This design comes from an exercise in tuning for a short achievable clock period and few clock cycles on the open sky130 flow, not from production work. Only simulation tests tie the RTL to the original design; equivalence was not proved. Power figures rest on the tool's default switching activity, not on a simulated workload.

==> flow/design.v <==
package core_pkg;
    typedef logic [31:0] word_t;       
    typedef logic [31:0] inst_t;       
    typedef logic [4:0]  reg_addr_t;   
    localparam logic [6:0] OP_REG    = 7'b0110011;
    localparam logic [6:0] OP_IMM    = 7'b0010011;
    localparam logic [6:0] OP_LOAD   = 7'b0000011;
    localparam logic [6:0] OP_STORE  = 7'b0100011;
    localparam logic [6:0] OP_BRANCH = 7'b1100011;
endpackage
module fetch (
    input  logic            clk,
    input  logic            arst_n,
    input  logic            hold,       
    input  logic            redirect,   
    input  core_pkg::word_t redir_pc,
    output core_pkg::word_t code_addr,
    input  core_pkg::inst_t code_data,
    output logic            d_valid,
    output core_pkg::word_t d_pc,
    output core_pkg::inst_t d_inst,
    output logic            d_pred      
);
    core_pkg::word_t pc;
    core_pkg::word_t pc_inc;
    core_pkg::word_t pc_hi_dec;
    core_pkg::word_t pred_pc;
    logic [13:0]     lo_sum;
    logic            is_bwd;
    assign code_addr = pc;
    assign is_bwd = (code_data[6:0] == core_pkg::OP_BRANCH) &&
                    (code_data[14:13] == 2'b00) && code_data[31];
    assign lo_sum = {1'b0, pc[12:0]} +
                    {1'b0, code_data[31], code_data[7], code_data[30:25], code_data[11:8], 1'b0};
    assign pc_inc    = pc + 32'd4;
    assign pc_hi_dec = {pc[31:13] - 19'd1, 13'd0};
    assign pred_pc   = {lo_sum[13] ? pc[31:13] : pc_hi_dec[31:13], lo_sum[12:0]};
    always_ff @(posedge clk or negedge arst_n) begin
        if (!arst_n) begin
            pc <= '0;
        end else if (redirect) begin
            pc <= redir_pc;
        end else if (!hold) begin
            pc <= is_bwd ? pred_pc : pc_inc;
        end
    end
    always_ff @(posedge clk or negedge arst_n) begin
        if (!arst_n) begin
            d_valid <= 1'b0;
        end else if (redirect) begin
            d_valid <= 1'b0;
        end else if (!hold) begin
            d_valid <= 1'b1;
        end
    end
    always_ff @(posedge clk) begin
        if (!hold) begin
            d_pc   <= pc;
            d_inst <= code_data;
            d_pred <= is_bwd;
        end
    end
endmodule
module regfile (
    input  logic                clk,
    input  core_pkg::reg_addr_t rs1_addr,
    input  core_pkg::reg_addr_t rs2_addr,
    output core_pkg::word_t     rs1_data,
    output core_pkg::word_t     rs2_data,
    input  logic                we,         
    input  core_pkg::reg_addr_t wa,
    input  core_pkg::word_t     wd
);
    core_pkg::word_t regs [1:31];
    always_ff @(posedge clk) begin
        if (we) regs[wa] <= wd;
    end
    function automatic logic [31:0] read_port(logic [4:0] addr);
        if (addr == 5'd0) read_port = 32'd0;
        else if (we && wa == addr) read_port = wd;
        else read_port = regs[addr];
    endfunction
    always_comb begin
        rs1_data = read_port(rs1_addr);
        rs2_data = read_port(rs2_addr);
    end
endmodule
module decode (
    input  logic                clk,
    input  logic                arst_n,
    input  logic                d_valid,
    input  core_pkg::word_t     d_pc,
    input  core_pkg::inst_t     d_inst,
    input  logic                d_pred,
    input  logic                kill,       
    output core_pkg::reg_addr_t rs1_addr,
    output core_pkg::reg_addr_t rs2_addr,
    input  core_pkg::word_t     rs1_data,
    input  core_pkg::word_t     rs2_data,
    output logic                e_valid,
    output logic                e_wr,
    output logic                e_load,
    output logic                e_store,
    output core_pkg::reg_addr_t e_rd,
    output logic                e_br,
    output logic                e_bwd,      
    output logic                e_bne,
    output logic                e_t4,       
    output logic                e_t8,       
    output core_pkg::word_t     e_alt,      
    output core_pkg::word_t     e_a,
    output core_pkg::word_t     e_b,
    output core_pkg::word_t     e_sd,
    output logic                e_sub,
    output logic                e_and,
    output logic                e_or,
    output logic                e_xor,
    output logic                e_fwd_a,
    output logic                e_fwd_b,
    output logic                e_fwd_sd,
    output logic                stall
);
    logic [6:0] opcode;
    logic [2:0] funct3;
    logic [6:0] funct7;
    core_pkg::reg_addr_t rd;
    logic is_r, is_addi, is_lw, is_sw, is_br, ok;
    logic f7_zero;
    logic r_add, r_sub, r_and, r_or, r_xor;
    core_pkg::word_t imm_i, imm_s, imm_b;
    logic fwd_a, fwd_b, fwd_sd;
    assign opcode   = d_inst[6:0];
    assign rd       = d_inst[11:7];
    assign funct3   = d_inst[14:12];
    assign rs1_addr = d_inst[19:15];
    assign rs2_addr = d_inst[24:20];
    assign funct7   = d_inst[31:25];
    assign imm_i = {{20{d_inst[31]}}, d_inst[31:20]};
    assign imm_s = {{20{d_inst[31]}}, d_inst[31:25], d_inst[11:7]};
    assign imm_b = {{19{d_inst[31]}}, d_inst[31], d_inst[7], d_inst[30:25], d_inst[11:8], 1'b0};
    assign f7_zero = (funct7 == 7'h00);
    assign r_add = (funct3 == 3'b000) && f7_zero;
    assign r_sub = (funct3 == 3'b000) && (funct7 == 7'h20);
    assign r_xor = (funct3 == 3'b100) && f7_zero;
    assign r_or  = (funct3 == 3'b110) && f7_zero;
    assign r_and = (funct3 == 3'b111) && f7_zero;
    assign is_r    = (opcode == core_pkg::OP_REG) && (r_add || r_sub || r_xor || r_or || r_and);
    assign is_addi = (opcode == core_pkg::OP_IMM) && (funct3 == 3'b000);
    assign is_lw   = (opcode == core_pkg::OP_LOAD) && (funct3 == 3'b010);
    assign is_sw   = (opcode == core_pkg::OP_STORE) && (funct3 == 3'b010);
    assign is_br   = (opcode == core_pkg::OP_BRANCH) && (funct3[2:1] == 2'b00);
    assign ok      = d_valid && (is_r || is_addi || is_lw || is_sw || is_br);
    hazard_unit i_hazard_unit (
        .d_ok(ok),
        .d_rs2_alu(is_r || is_br),
        .d_rs2_st(is_sw),
        .d_rs1(rs1_addr),
        .d_rs2(rs2_addr),
        .e_wr, .e_load, .e_rd,
        .stall, .fwd_a, .fwd_b, .fwd_sd
    );
    always_ff @(posedge clk or negedge arst_n) begin
        if (!arst_n) begin
            e_valid <= 1'b0;
            e_wr    <= 1'b0;
            e_load  <= 1'b0;
            e_store <= 1'b0;
            e_br    <= 1'b0;
        end else begin
            e_valid <= ok && !stall && !kill;
            e_wr    <= ok && !stall && !kill && (is_r || is_addi || is_lw) && (rd != 5'd0);
            e_load  <= ok && !stall && !kill && is_lw;
            e_store <= ok && !stall && !kill && is_sw;
            e_br    <= ok && !stall && !kill && is_br;
        end
    end
    always_ff @(posedge clk) begin
        e_rd     <= rd;
        e_bwd    <= d_pred;
        e_bne    <= funct3[0];
        e_t4     <= (imm_b == 32'd4);
        e_t8     <= (imm_b == 32'd8);
        e_alt    <= d_pc + (d_pred ? 32'd4 : imm_b);
        e_a      <= rs1_data;
        e_b      <= (is_r || is_br) ? rs2_data : (is_sw ? imm_s : imm_i);
        e_sd     <= rs2_data;
        e_sub    <= is_r && r_sub;
        e_and    <= is_r && r_and;
        e_or     <= is_r && r_or;
        e_xor    <= is_r && r_xor;
        e_fwd_a  <= fwd_a;
        e_fwd_b  <= fwd_b;
        e_fwd_sd <= fwd_sd;
    end
endmodule
module execute (
    input  logic            clk,
    input  logic            arst_n,
    input  logic            e_valid,
    input  logic            e_wr,
    input  logic            e_load,
    input  logic            e_store,
    input  core_pkg::reg_addr_t e_rd,
    input  logic            e_br,
    input  logic            e_bwd,
    input  logic            e_bne,
    input  logic            e_t4,
    input  logic            e_t8,
    input  core_pkg::word_t e_alt,
    input  core_pkg::word_t e_a,
    input  core_pkg::word_t e_b,
    input  core_pkg::word_t e_sd,
    input  logic            e_sub,
    input  logic            e_and,
    input  logic            e_or,
    input  logic            e_xor,
    input  logic            e_fwd_a,
    input  logic            e_fwd_b,
    input  logic            e_fwd_sd,
    input  logic            d_pred_live,   
    input  core_pkg::word_t data_rdata,
    output logic            kill,          
    output logic            redirect,      
    output core_pkg::word_t redir_pc,
    output core_pkg::word_t m_res,
    output core_pkg::word_t m_sd,
    output core_pkg::reg_addr_t m_rd,
    output logic            m_wr,
    output logic            m_load,
    output logic            m_we,
    output logic            m_re
);
    core_pkg::word_t op_a;
    core_pkg::word_t op_b;
    core_pkg::word_t sum;
    core_pkg::word_t result;
    core_pkg::word_t sd;
    logic            eq;
    logic            taken;
    logic            mis_bwd;
    logic            tk_fwd;
    assign op_a = e_fwd_a ? m_res : e_a;
    assign op_b = e_fwd_b ? m_res : e_b;
    assign sum  = op_a + (op_b ^ {32{e_sub}}) + {31'd0, e_sub};
    always_comb begin
        if (e_and)      result = op_a & op_b;
        else if (e_or)  result = op_a | op_b;
        else if (e_xor) result = op_a ^ op_b;
        else            result = sum;
    end
    assign sd = e_fwd_sd ? (m_load ? data_rdata : m_res) : e_sd;
    assign eq       = (op_a == op_b);
    assign taken    = eq ^ e_bne;
    assign mis_bwd  = e_valid && e_br && e_bwd && !taken;
    assign tk_fwd   = e_valid && e_br && !e_bwd && taken && !e_t4;
    assign kill     = mis_bwd || tk_fwd;
    assign redirect = mis_bwd || (tk_fwd && !(e_t8 && !d_pred_live));
    assign redir_pc = e_alt;
    always_ff @(posedge clk or negedge arst_n) begin
        if (!arst_n) begin
            m_wr   <= 1'b0;
            m_we   <= 1'b0;
            m_re   <= 1'b0;
        end else begin
            m_wr   <= e_wr;
            m_we   <= e_store;
            m_re   <= e_load;
        end
    end
    always_ff @(posedge clk) begin
        m_res  <= result;
        m_sd   <= sd;
        m_rd   <= e_rd;
        m_load <= e_load;
    end
endmodule
module memory (
    input  core_pkg::word_t     m_res,
    input  core_pkg::word_t     m_sd,
    input  core_pkg::reg_addr_t m_rd,
    input  logic                m_wr,
    input  logic                m_load,
    input  logic                m_we,
    input  logic                m_re,
    output core_pkg::word_t     data_addr,
    output core_pkg::word_t     data_wdata,
    output logic                data_we,
    output logic                data_re,
    input  core_pkg::word_t     data_rdata,
    output logic                rf_we,
    output core_pkg::reg_addr_t rf_wa,
    output core_pkg::word_t     rf_wd
);
    assign data_addr  = m_res;
    assign data_wdata = m_sd;
    assign data_we    = m_we;
    assign data_re    = m_re;
    assign rf_we = m_wr;
    assign rf_wa = m_rd;
    assign rf_wd = m_load ? data_rdata : m_res;
endmodule
module hazard_unit (
    input  logic                d_ok,        
    input  logic                d_rs2_alu,   
    input  logic                d_rs2_st,    
    input  core_pkg::reg_addr_t d_rs1,
    input  core_pkg::reg_addr_t d_rs2,
    input  logic                e_wr,        
    input  logic                e_load,
    input  core_pkg::reg_addr_t e_rd,
    output logic                stall,
    output logic                fwd_a,
    output logic                fwd_b,
    output logic                fwd_sd
);
    logic hit1;
    logic hit2;
    assign hit1 = e_wr && (e_rd == d_rs1);
    assign hit2 = e_wr && (e_rd == d_rs2);
    assign stall  = d_ok && e_load && (hit1 || (d_rs2_alu && hit2));
    assign fwd_a  = hit1 && !e_load;
    assign fwd_b  = hit2 && !e_load && d_rs2_alu;
    assign fwd_sd = hit2 && d_rs2_st;
endmodule
module cpu (
    input  logic  clk,
    input  logic  arst_n,
    output core_pkg::word_t code_addr,
    input  core_pkg::inst_t code_data,
    output core_pkg::word_t data_addr,
    output core_pkg::word_t data_wdata,
    output logic  data_we,
    output logic  data_re,
    input  core_pkg::word_t data_rdata
);
    logic                d_valid;
    core_pkg::word_t     d_pc;
    core_pkg::inst_t     d_inst;
    logic                d_pred;
    logic                stall;
    logic                kill;
    logic                redirect;
    core_pkg::word_t     redir_pc;
    core_pkg::reg_addr_t rs1_addr;
    core_pkg::reg_addr_t rs2_addr;
    core_pkg::word_t     rs1_data;
    core_pkg::word_t     rs2_data;
    logic                e_valid, e_wr, e_load, e_store, e_br, e_bwd, e_bne, e_t4, e_t8;
    core_pkg::reg_addr_t e_rd;
    core_pkg::word_t     e_alt, e_a, e_b, e_sd;
    logic                e_sub, e_and, e_or, e_xor, e_fwd_a, e_fwd_b, e_fwd_sd;
    core_pkg::word_t     m_res, m_sd;
    core_pkg::reg_addr_t m_rd;
    logic                m_wr, m_load, m_we, m_re;
    logic                rf_we;
    core_pkg::reg_addr_t rf_wa;
    core_pkg::word_t     rf_wd;
    fetch i_fetch (
        .clk, .arst_n,
        .hold(stall), .redirect, .redir_pc,
        .code_addr, .code_data,
        .d_valid, .d_pc, .d_inst, .d_pred
    );
    regfile i_regfile (
        .clk,
        .rs1_addr, .rs2_addr,
        .rs1_data, .rs2_data,
        .we(rf_we), .wa(rf_wa), .wd(rf_wd)
    );
    decode i_decode (
        .clk, .arst_n,
        .d_valid, .d_pc, .d_inst, .d_pred,
        .kill,
        .rs1_addr, .rs2_addr, .rs1_data, .rs2_data,
        .e_valid, .e_wr, .e_load, .e_store, .e_rd, .e_br, .e_bwd, .e_bne, .e_t4, .e_t8,
        .e_alt, .e_a, .e_b, .e_sd, .e_sub, .e_and, .e_or, .e_xor,
        .e_fwd_a, .e_fwd_b, .e_fwd_sd,
        .stall
    );
    execute i_execute (
        .clk, .arst_n,
        .e_valid, .e_wr, .e_load, .e_store, .e_rd, .e_br, .e_bwd, .e_bne, .e_t4, .e_t8,
        .e_alt, .e_a, .e_b, .e_sd, .e_sub, .e_and, .e_or, .e_xor,
        .e_fwd_a, .e_fwd_b, .e_fwd_sd,
        .d_pred_live(d_valid && d_pred),
        .data_rdata,
        .kill, .redirect, .redir_pc,
        .m_res, .m_sd, .m_rd, .m_wr, .m_load, .m_we, .m_re
    );
    memory i_memory (
        .m_res, .m_sd, .m_rd, .m_wr, .m_load, .m_we, .m_re,
        .data_addr, .data_wdata, .data_we, .data_re, .data_rdata,
        .rf_we, .rf_wa, .rf_wd
    );
endmodule
==> flow/run.sh <==
#!/bin/bash
# synth_recipe.tcl (not shown) runs the flow's synth.tcl, then flattens the netlist and writes it again
# the make line also repeats each setting of config.mk as NAME=value (left out here)
make -C /OpenROAD-flow-scripts/flow DESIGN_CONFIG=/design/flow/config.mk WORK_HOME=/design/flow/orfs CLKGATE_MAP_FILE= SYNTH_SCRIPT=/design/flow/synth_recipe.tcl finish
==> flow/config.mk <==
export PLATFORM = sky130hd
export DESIGN_NAME = cpu
export DESIGN_NICKNAME = cpu
export VERILOG_FILES = /design/flow/design.v
export SDC_FILE = /design/flow/constraint.sdc
export NUM_CORES = 4
export LEC_CHECK = 0
export ABC_CLOCK_PERIOD_IN_PS = 2400
export CAP_MARGIN = 20
export CORE_MARGIN = 2
export CORE_UTILIZATION = 40
export SETUP_SLACK_MARGIN = 4.6
export SLEW_MARGIN = 20
export TNS_END_PERCENT = 100
==> flow/constraint.sdc <==
create_clock -name core_clock -period 7.0 [get_ports {clk}]
set_input_delay 1.4000 -clock core_clock [delete_from_list [all_inputs] [get_ports {clk}]]
set_output_delay 1.4000 -clock core_clock [all_outputs]
set_load 0.01 [all_outputs]
==> flow_metrics.py, run 1 <==
metrics = {
    "status": {
        "run_status": "no timing/DRC/antenna violations",
    },
    "synthesis": {
        "synth_cell_type_count": 79,
        "dominantRegCellSynth": "edfxtp_1",
        "syn-cell-area_mm2": 0.06366,
        "avgSynthCellArea_um2": 15.17,
        "synth_seq_area_share": 0.5836,
        "ys_async_sr_fraction": 0.03113,
        "ys_ff_latch": 1317,
        "syn-num-nets": 4404,
        "ys_warn_count": 4,
        "syn_inst": 4196,
        "synth_edf_count": 1057,
    },
    "timing": {
        "setup_viol": 0,
        "rsz0062_at_grt": "yes",
        "drv_slew": 0,
        "max-slew-margin-rel": 0.3036,
        "hold_viol_final": 0,
        "tns_ns": 0,
        "tightest_slew_ns": 1.041,
        "period_needed_ns": 3.548,
        "finalCritPeriodShare": 0.5069,
        "skew_ns": 0.04661,
        "max_freq_mhz": 281.8,
    },
    "route": {
        "drt_iter0_drc": 5617,
        "drcViolationCount": 0,
        "routed-via-count": 44545,
        "avgRoutedWirePerCell_um": 32.56,
        "wirelength_um": 229000,
        "antenna_left": 0,
        "avgViaCountPerCell": 6.334,
        "firstDrtPassIters": 6,
    },
    "setup_path": {
        "rr_startpoint": "i_decode.e_fwd_b",
        "crit_path_end_kind": "flip-flop",
        "crit_arrival_ns": 4.27,
        "path_max_fanout": 7,
        "cp.required_ns": 7.72,
        "reg2reg_to": "i_fetch.pc[4]",
        "ff2ff_setup_slack_ns": 3.45,
        "reg2reg_depth": 16,
        "critPathLaunchType": "flip-flop",
        "path_class": "flip-flop to flip-flop",
    },
    "clock_tree": {
        "htree_levels": 4,
        "clock_sinks": 1317,
        "cts_buffer_depth": 3,
        "cts_tree": "done",
        "cts_root_buffer": "clkbuf_16",
        "clock_latency_ns": 0.79,
        "cts.reportedPaths.clkPinSlew_ns": 0.06,
        "cts_buffers": 140,
        "hold_buffers": 0,
    },
    "cells_and_area": {
        "nets": 5054,
        "layout-area-overhead-vs-synth_pct": 32.80,
        "layout-drive-gt1-share": 0.4367,
        "final_util": 0.5344,
        "largest_reg_flops": 992,
        "regMostFlops": "i_regfile.regs",
    },
    "global_routing": {
        "grt_pass1_vias": 43388,
        "grt_overflow": 0,
        "grt_pass1_wl_um": 316800,
        "grt_antenna_before_repair": 5,
        "grt_max_degree": 52,
        "gr-usage-all-layers": 0.2728,
    },
    "die": {
        "start_util": 0.4024,
        "core-area_mm2": 0.1582,
        "die_w_um": 402.9,
        "die_area_mm2": 0.1624,
        "io_pins": 164,
        "rows": 146,
        "fp.dieH_um": 402.9,
    },
    "min_path": {
        "hp-start": "i_decode.e_store",
        "hold_end": "i_execute.m_we",
        "hp-class": "flip-flop to flip-flop",
        "min_path_cells": 0,
    },
    "placed_design": {
        "dp_hpwl_um": 116000,
        "gp_congestion": 0.9078,
        "io_buffer_count": 163,
    },
    "job": {
        "cap_violations": 0,
    },
    "power": {
        "vdd.ir_drop.worst_mv": 0.2915,
        "powerDensity_mw_per_mm2": 270.0,
        "p_leak_uw": 0.02934,
    },
}
[area by class of cell]
class | count | area, um2
Antenna cell | 1 | 2.502
Clock buffer | 190 | 3948
Clock inverter | 66 | 614.3
Fill cell | 12412 | 73650
Inverter | 135 | 606.8
Multi-Input combinational cell | 2476 | 29330
Sequential cell | 1317 | 37360
Tap cell | 2072 | 2592
Timing Repair Buffer | 757 | 9920
Timing Repair inverter | 19 | 168.9
[placed cells by master, fill, tap and decap left out, types with 38 or more instances in the layout]
cell type and count:
dfxtp_1 156, buf_4 271, inv_1 96, nand2_1 127, nor3_1 43, mux4_2 484, mux2_2 52, a21oi_2 68
buf_12 89, mux2i_4 49, xor2_1 38, buf_16 77, nor2_4 60, buf_6 177, a211oi_1 61, ha_1 102
nor2_1 204, xnor2_1 75, clkdlybuf4s50_1 57, o21ai_1 40, clkinvlp_4 42, clkbuf_16 156, edfxtp_1 1057, a21oi_1 157
mux2i_1 182, o21ai_0 48
[worst max-delay path: stages (launching register included)]
cell	delay (ns)
dfxtp_4	0.37
buf_12	0.15
buf_16	0.14
buf_12	0.14
mux2i_4	0.27
ha_4	0.24
nor4_2	0.25
nand4_1	0.37
nor2_4	0.31
xnor2_2	0.10
nand3b_1	0.21
a21oi_4	0.20
buf_12	0.16
clkinvlp_4	0.12
buf_6	0.16
o211ai_1	0.10
o21a_1	0.15
[per-layer routing]
metal | share of wire | track usage
met1 | 0.38 | 0.3732
met2 | 0.46 | 0.4226
met3 | 0.10 | 0.04655
met4 | 0.058 | 0.1349
met5 | 0.00014 | 0
[metrics by stage]
| stage | power, uW | instance area, um2 | instances | hold WS [ns] | setup WS [ns] |
|---|---|---|---|---|---|
| after global routing | 23510 | 84540 | 7032 | 0.3758 | 3.362 |
| after CTS | 22390 | 81880 | 6919 | 0.3556 | 3.539 |
| after detailed placement | 13860 | 68670 | 6262 | 0.3312 | 2.094 |
| after global placement | 13830 | 68660 | 6262 | 0.3299 | 2.210 |
| after floorplan | 12280 | 64710 | 4196 | 0.3233 | 3.573 |
| final | 22820 | 84540 | 7033 | 0.3559 | 3.452 |
[worst max-delay path by stage]
stage                           startpoint                  end  slack (ns)  cells past startpoint
after CTS                 i_decode.e_fwd_b  i_execute.m_res[29]        3.54                     14
after global routing      i_decode.e_fwd_b  i_execute.m_res[29]        3.36                     14
after detailed placement  i_decode.e_fwd_b        i_fetch.pc[5]        2.09                     13
after floorplan              code_data[14]       i_fetch.pc[31]        3.57                      9
after global placement    i_decode.e_fwd_b        i_fetch.pc[5]        2.21                     13
final                     i_decode.e_fwd_b        i_fetch.pc[4]        3.45                     16
[power by group]
group,total [uW],switching (uW),internal [uW]
clock network,7470,3230,4240
logic,5440,3070,2370
registers,9920,424,9490
total,22800,6720,16100
[cells by family after synthesis]
logic type      Yosys count  synth area share
buf+inv                 410           0.02583
flops                  1317            0.5836
fa+ha+maj               142           0.02826
simple gates            687           0.05002
xor+xnor                126           0.01733
mux                     808            0.2238
compound gates          706           0.07121
[repair_timing]
action,4_1_cts,5_1_grt
endpoints found under the setup margin,1491,956
setup buffers,314,94
gates cloned,87,19
resized for setup,1296,365
pin swaps,215,206
[synth_stat cells, drive strengths merged (82+ instances only)]
library cell,n,area [um2]
a211oi,110,825.8
a21oi,247,1236
buf,94,457.9
clkbuf,181,679.4
dfxtp,219,4384
edfxtp,1057,31740
ha,139,1739
inv,134,503.0
mux2,82,923.4
mux2i,242,2422
mux4,484,10900
nand2,149,559.3
nor2,291,1092
o21ai,128,640.6
xnor2,85,744.5
Testbench counts, summed over its fixed seeds: cycles 124,515.
==> run 2: changes to the inputs <==
--- a/flow/design.v
+++ b/flow/design.v
@@ -31,6 +31,11 @@
     assign is_bwd = (code_data[6:0] == core_pkg::OP_BRANCH) &&
                     (code_data[14:13] == 2'b00) && code_data[31];
-    assign lo_sum = {1'b0, pc[12:0]} +
-                    {1'b0, code_data[31], code_data[7], code_data[30:25], code_data[11:8], 1'b0};
+    ks_add #(.W(13), .L(4)) i_lo_add (
+        .a(pc[12:0]),
+        .b({code_data[31], code_data[7], code_data[30:25], code_data[11:8], 1'b0}),
+        .cin(1'b0),
+        .s(lo_sum[12:0]),
+        .cout(lo_sum[13])
+    );
     assign pc_inc    = pc + 32'd4;
     assign pc_hi_dec = {pc[31:13] - 19'd1, 13'd0};
@@ -113,9 +118,12 @@
     output core_pkg::word_t     e_sd,
     output logic                e_sub,
+    output logic                e_arith,
     output logic                e_and,
     output logic                e_or,
     output logic                e_xor,
-    output logic                e_fwd_a,
-    output logic                e_fwd_b,
+    output logic                e_s_rr,
+    output logic                e_s_mr,
+    output logic                e_s_rm,
+    output logic                e_s_mm,
     output logic                e_fwd_sd,
     output logic                stall
@@ -186,12 +194,70 @@
         e_sd     <= rs2_data;
         e_sub    <= is_r && r_sub;
+        e_arith  <= !(is_r && (r_and || r_or || r_xor));
         e_and    <= is_r && r_and;
         e_or     <= is_r && r_or;
         e_xor    <= is_r && r_xor;
-        e_fwd_a  <= fwd_a;
-        e_fwd_b  <= fwd_b;
+        e_s_rr   <= !fwd_a && !fwd_b;
+        e_s_mr   <= fwd_a && !fwd_b;
+        e_s_rm   <= !fwd_a && fwd_b;
+        e_s_mm   <= fwd_a && fwd_b;
         e_fwd_sd <= fwd_sd;
     end
 endmodule
+module ks_add #(
+    parameter int W = 32,
+    parameter int L = 5      
+) (
+    input  logic [W-1:0] a,
+    input  logic [W-1:0] b,
+    input  logic         cin,
+    output logic [W-1:0] s,
+    output logic         cout
+);
+    logic [W-1:0] p;
+    logic [W-1:0] g [0:L];
+    logic [W-1:0] t [0:L];
+    assign p = a ^ b;
+    always_comb begin
+        g[0]    = a & b;
+        g[0][0] = (a[0] & b[0]) | (p[0] & cin);
+        t[0]    = p;
+    end
+    for (genvar l = 0; l < L; l++) begin : g_lvl
+        for (genvar i = 0; i < W; i++) begin : g_bit
+            if (i >= (1 << l)) begin : g_op
+                assign g[l+1][i] = g[l][i] | (t[l][i] & g[l][i - (1 << l)]);
+                assign t[l+1][i] = t[l][i] & t[l][i - (1 << l)];
+            end else begin : g_pass
+                assign g[l+1][i] = g[l][i];
+                assign t[l+1][i] = t[l][i];
+            end
+        end
+    end
+    assign s    = p ^ {g[L][W-2:0], cin};
+    assign cout = g[L][W-1];
+endmodule
+module alu_lane (
+    input  core_pkg::word_t x,
+    input  core_pkg::word_t y,
+    input  logic            sub,
+    input  logic            arith,    
+    input  logic            op_and,
+    input  logic            op_or,
+    input  logic            op_xor,
+    output core_pkg::word_t r,
+    output logic            eq
+);
+    core_pkg::word_t sum;
+    logic            unused_cout;
+    ks_add #(.W(32)) i_add (
+        .a(x), .b(y ^ {32{sub}}), .cin(sub), .s(sum), .cout(unused_cout)
+    );
+    assign r  = ({32{arith}}  & sum)     |
+                ({32{op_and}} & (x & y)) |
+                ({32{op_or}}  & (x | y)) |
+                ({32{op_xor}} & (x ^ y));
+    assign eq = (x == y);
+endmodule
 module execute (
     input  logic            clk,
@@ -212,9 +278,12 @@
     input  core_pkg::word_t e_sd,
     input  logic            e_sub,
+    input  logic            e_arith,
     input  logic            e_and,
     input  logic            e_or,
     input  logic            e_xor,
-    input  logic            e_fwd_a,
-    input  logic            e_fwd_b,
+    input  logic            e_s_rr,        
+    input  logic            e_s_mr,        
+    input  logic            e_s_rm,        
+    input  logic            e_s_mm,        
     input  logic            e_fwd_sd,
     input  logic            d_pred_live,   
@@ -231,7 +300,6 @@
     output logic            m_re
 );
-    core_pkg::word_t op_a;
-    core_pkg::word_t op_b;
-    core_pkg::word_t sum;
+    core_pkg::word_t r_rr, r_mr, r_rm, r_mm;
+    logic            eq_rr, eq_mr, eq_rm;
     core_pkg::word_t result;
     core_pkg::word_t sd;
@@ -240,15 +308,16 @@
     logic            mis_bwd;
     logic            tk_fwd;
-    assign op_a = e_fwd_a ? m_res : e_a;
-    assign op_b = e_fwd_b ? m_res : e_b;
-    assign sum  = op_a + (op_b ^ {32{e_sub}}) + {31'd0, e_sub};
-    always_comb begin
-        if (e_and)      result = op_a & op_b;
-        else if (e_or)  result = op_a | op_b;
-        else if (e_xor) result = op_a ^ op_b;
-        else            result = sum;
-    end
+    alu_lane i_rr (.x(e_a),   .y(e_b),   .sub(e_sub), .arith(e_arith), .op_and(e_and),
+                   .op_or(e_or), .op_xor(e_xor), .r(r_rr), .eq(eq_rr));
+    alu_lane i_mr (.x(m_res), .y(e_b),   .sub(e_sub), .arith(e_arith), .op_and(e_and),
+                   .op_or(e_or), .op_xor(e_xor), .r(r_mr), .eq(eq_mr));
+    alu_lane i_rm (.x(e_a),   .y(m_res), .sub(e_sub), .arith(e_arith), .op_and(e_and),
+                   .op_or(e_or), .op_xor(e_xor), .r(r_rm), .eq(eq_rm));
+    assign r_mm = ({32{e_arith && !e_sub}} & {m_res[30:0], 1'b0}) |
+                  ({32{e_and || e_or}}     & m_res);
+    assign result = ({32{e_s_rr}} & r_rr) | ({32{e_s_mr}} & r_mr) |
+                    ({32{e_s_rm}} & r_rm) | ({32{e_s_mm}} & r_mm);
+    assign eq     = (e_s_rr && eq_rr) || (e_s_mr && eq_mr) || (e_s_rm && eq_rm) || e_s_mm;
     assign sd = e_fwd_sd ? (m_load ? data_rdata : m_res) : e_sd;
-    assign eq       = (op_a == op_b);
     assign taken    = eq ^ e_bne;
     assign mis_bwd  = e_valid && e_br && e_bwd && !taken;
@@ -349,5 +418,6 @@
     core_pkg::reg_addr_t e_rd;
     core_pkg::word_t     e_alt, e_a, e_b, e_sd;
-    logic                e_sub, e_and, e_or, e_xor, e_fwd_a, e_fwd_b, e_fwd_sd;
+    logic                e_sub, e_arith, e_and, e_or, e_xor, e_fwd_sd;
+    logic                e_s_rr, e_s_mr, e_s_rm, e_s_mm;
     core_pkg::word_t     m_res, m_sd;
     core_pkg::reg_addr_t m_rd;
@@ -374,6 +444,6 @@
         .rs1_addr, .rs2_addr, .rs1_data, .rs2_data,
         .e_valid, .e_wr, .e_load, .e_store, .e_rd, .e_br, .e_bwd, .e_bne, .e_t4, .e_t8,
-        .e_alt, .e_a, .e_b, .e_sd, .e_sub, .e_and, .e_or, .e_xor,
-        .e_fwd_a, .e_fwd_b, .e_fwd_sd,
+        .e_alt, .e_a, .e_b, .e_sd, .e_sub, .e_arith, .e_and, .e_or, .e_xor,
+        .e_s_rr, .e_s_mr, .e_s_rm, .e_s_mm, .e_fwd_sd,
         .stall
     );
@@ -381,6 +451,6 @@
         .clk, .arst_n,
         .e_valid, .e_wr, .e_load, .e_store, .e_rd, .e_br, .e_bwd, .e_bne, .e_t4, .e_t8,
-        .e_alt, .e_a, .e_b, .e_sd, .e_sub, .e_and, .e_or, .e_xor,
-        .e_fwd_a, .e_fwd_b, .e_fwd_sd,
+        .e_alt, .e_a, .e_b, .e_sd, .e_sub, .e_arith, .e_and, .e_or, .e_xor,
+        .e_s_rr, .e_s_mr, .e_s_rm, .e_s_mm, .e_fwd_sd,
         .d_pred_live(d_valid && d_pred),
         .data_rdata,
--- a/flow/config.mk
+++ b/flow/config.mk
@@ -6,8 +6,9 @@
 export NUM_CORES = 4
 export LEC_CHECK = 0
-export ABC_CLOCK_PERIOD_IN_PS = 2400
+export ABC_CLOCK_PERIOD_IN_PS = 2000
 export CAP_MARGIN = 20
 export CORE_MARGIN = 2
-export CORE_UTILIZATION = 40
+export CORE_UTILIZATION = 55
+export PLACE_DENSITY = 0.7
 export SETUP_SLACK_MARGIN = 4.6
 export SLEW_MARGIN = 20
==> run 2 against run 1 <==
Effect of this change:
- die area is 20% lower
- sequential power fell by 2.7%
- clock power up 7.1%
- combinational power rose by 51%
- final area up 11%
- flip-flop and latch count up 3
- area after synthesis increased by 10%
- largest power group unchanged
- final cell count grew 8.4%
- global-route usage increased by 14 points
- sequential share of layout area decreased by 4.3 points
- highest routed layer unchanged
- count of clock-buffer cells in the layout down 19
- first-iteration DRC count up 63%
==> flow_metrics.py, run 2 <==
metrics = {
    "placed_design": {
        "io_buffer_count": 163,
        "placed_area_mm2": 0.07492,
        "gp_congestion": 0.9891,
        "dp_hpwl_um": 143700,
    },
    "synthesis": {
        "synth_seq_area_share": 0.5298,
        "synth_top_area_cell": "edfxtp_1",
        "syn-num-nets": 5439,
        "syn-cell-area_mm2": 0.07024,
        "avgSynthCellArea_um2": 13.97,
        "yosysTopAreaCellShare": 0.4519,
        "syn_inst": 5027,
        "synth_area_leaders": "edfxtp_1, mux4_2, dfxtp_1, ha_1, mux2i_1",
        "dominantRegCellSynth": "edfxtp_1",
        "synth_edf_count": 1057,
        "synth_cell_type_count": 94,
        "ys_async_sr_fraction": 0.03106,
        "yosysMostFrequentCell": "edfxtp_1",
        "netlist_top_cells_count": "edfxtp_1, mux4_2, ha_1, nand2_1, a21oi_1",
        "ys_warn_count": 434,
        "ys_ff_latch": 1320,
    },
    "global_routing": {
        "grt_pass1_vias": 53782,
        "grt_max_degree": 67,
        "grt_pass1_wl_um": 388400,
        "gr-usage-all-layers": 0.4173,
        "grt_antenna_before_repair": 17,
        "grt_overflow": 0,
    },
    "die": {
        "rows": 131,
        "die_w_um": 361.4,
        "io_pins": 164,
        "start_util": 0.5522,
        "fp.dieH_um": 361.4,
        "core-area_mm2": 0.1272,
        "die_area_mm2": 0.1306,
    },
    "setup_path": {
        "rr_startpoint": "i_execute.m_res[1]",
        "crit_path_end_kind": "flip-flop",
        "path_delay_family": "simple AND/OR/NAND/NOR gates",
        "cp.required_ns": 7.70,
        "cpMostUsedCell": "buf_12",
        "path_cells": "clkinvlp_4 > buf_4 > ha_4 > nor4_4 > nand4_1 > nor4_2 > a21oi_1 > nand2_2 > xor2_4 > nand2_2 > a21o_1 > a21oi_4 > buf_12 > buf_12 > buf_12 > mux2_4",
        "crit_path_top_delay_cell": "nor4_4",
        "crit_arrival_ns": 4.27,
        "crit_start": "i_execute.m_res[1]",
        "path_class": "flip-flop to flip-flop",
        "max_stage_delay_ns": 0.39,
        "cp_num_buf_inv": 5,
        "critPathLaunchType": "flip-flop",
        "path_max_fanout": 8,
    },
    "route": {
        "wirelength_um": 291000,
        "avgRoutedWirePerCell_um": 38.16,
        "avgViaCountPerCell": 7.343,
        "drcViolationCount": 0,
        "firstDrtPassIters": 6,
        "antenna_left": 0,
        "routed-via-count": 56006,
        "drt_iter0_drc": 9130,
    },
    "min_path": {
        "hp-class": "flip-flop to flip-flop",
        "hp-start": "i_fetch.d_pc[0]",
    },
    "clock_tree": {
        "clock_latency_ns": 0.84,
        "cts_root_buffer": "clkbuf_16",
        "cts_tree": "done",
        "cts_buffers": 141,
        "cts.reportedPaths.clkPinSlew_ns": 0.06,
        "clock_sinks": 1320,
        "htree_levels": 4,
        "cts_buffer_depth": 3,
    },
    "timing": {
        "max_freq_mhz": 279.9,
        "tightest_slew_ns": 1.286,
        "rsz0062_at_grt": "yes",
        "setup_viol": 0,
        "period_needed_ns": 3.572,
        "skew_ns": 0.05489,
        "finalCritPeriodShare": 0.5103,
        "max-slew-margin-rel": 0.1429,
        "hold_viol_final": 0,
        "tns_ns": 0,
        "drv_slew": 0,
    },
    "power": {
        "powerDensity_mw_per_mm2": 275.5,
        "p_leak_uw": 0.03436,
        "vdd.ir_drop.worst_mv": 0.2908,
    },
    "cells_and_area": {
        "fill_cells": 7234,
        "layout-drive-gt1-share": 0.4338,
        "layout_commonest_cell": "edfxtp_1",
        "final_util": 0.7390,
        "largest_reg_flops": 992,
        "final_cell_mix": "edfxtp_1, mux4_2, buf_4",
        "nets": 6253,
        "fin_area_mm2": 0.09399,
        "layout-area-overhead-vs-synth_pct": 33.82,
        "regMostFlops": "i_regfile.regs",
    },
    "job": {
        "cap_violations": 0,
    },
    "status": {
        "run_status": "no timing/DRC/antenna violations",
    },
}
[run 2: changes by cell type after synthesis, sizes merged, moves of 58 or more]
cell / before / now
o21ai: 128 / 216
mux2i: 242 / 180
ha: 139 / 341
a22oi: 3 / 61
xor2: 41 / 125
nand2: 149 / 286
[run 2: final cells by class]
cell class	instances	area (um2)	area share
Sequential cell	1320	37520	0.3992
Tap cell	1662	2079	0.02212
Inverter	172	758.2	0.008067
Timing Repair inverter	15	112.6	0.001198
Timing Repair Buffer	971	11970	0.1274
Clock inverter	88	1145	0.01218
Multi-Input combinational cell	3220	36630	0.3897
Antenna cell	8	20.02	0.0002130
Clock buffer	171	3754	0.03994
[run 2: path summary, 6_finish.rpt]
| path | endpoint | slack, ns | cells past startpoint |
|---|---|---|---|
| max reg2reg | i_fetch.pc[23] | 3.43 | 16 |
| max | i_fetch.pc[23] | 3.43 | 16 |
| min | i_decode.e_alt[0] | 0.35 | 0 |
| min in group asynchronous | i_fetch.pc[3] | 0.69 | 2 |
| min reg2reg | i_decode.e_alt[0] | 0.35 | 0 |
| max in group asynchronous | i_execute.m_wr | 5.84 | 2 |
[run 2: power by group]
group	internal [uW]	switching (uW)	total [uW]
Sequential	9360	296	9650
Combinational	3530	4710	8240
Clock	4500	3500	8000
Total	17400	8510	25900
[run 2: cells by family (layout without fill, tap and decap cells)]
group	count (synthesis)	after routing	share of synthesized area
XOR/XNOR	213	213	0.02656
multiplexers	767	767	0.1973
buffers and inverters	492	1417	0.02827
other	0	8	0
flip-flops	1320	1320	0.5298
AO/OA/AOI/OAI	1056	1056	0.1012
adder cells (fa/ha/maj)	346	346	0.06217
AND/OR/NAND/NOR	833	838	0.05467
[run 2: per-stage QoR]
stage	setup WS, ns	hold WS [ns]	total power [uW]	instances
final	3.428	0.3532	25890	7627
after global routing	3.335	0.3647	26470	7624
after CTS	3.538	0.3480	24650	7424
after detailed placement	1.866	0.3399	15250	6653
after global placement	1.859	0.3310	15190	6653
after floorplan	3.124	0.3233	13280	5027
[run 2: metal layers]
layer,vias up,wire [um],GRT usage
met5,-,102,0.0003700
met4,16,26780,0.2836
met3,1513,44690,0.1273
met2,5382,125400,0.6182
met1,27465,94060,0.5298
li1,21630,-,-
[run 2: what timing repair did]
| action | 4_1_cts | 5_1_grt |
|---|---|---|
| resized for setup | 1415 | 410 |
| pin swaps | 234 | 260 |
| hold buffers | 0 | 0 |
| hold endpoints to repair | 0 | 0 |
| gates cloned | 91 | 16 |
| setup endpoints to repair | 1820 | 890 |
| buffers inserted | 421 | 179 |
Testbench counts of run 2, summed over its fixed seeds: cycles 124,515.

afterwards: timing with drivers on the ports:
No port has a modelled driver above. Below, the same layouts with a new extraction and two added sets of constraints. Step 1 assumes that a clkbuf_16 drives the clock port and a buf_2 every other input. Step 2 adds t to the input delays and takes it off the output delays; t is the mean of the earliest and latest rising clock arrival at the registers after step 1. Input paths then give back, and output paths get back, about the clock's delay inside the block. a / b / c = no drivers / after step 1 / after step 2; a / b = the first two.
| run | t (ns) | slack for setup (ns) | clock arrival spread, ns | worst data-port slew with drivers (ns) | cell pins on the clock port's net |
|---|---|---|---|---|---|
| run 1 | 0.843 | 3.452 / 3.452 / 2.807 | 0.055 / 0.055 | 0.08 | 1 |
| run 2 | 0.888 | 3.428 / 3.428 / 2.691 | 0.060 / 0.060 | 0.15 | 1 |
After both steps setup and hold are still met in every run listed. For run 2, which loses most, drivers alone change the setup slack by 0.000 ns; drivers and shift together by -0.737 ns.
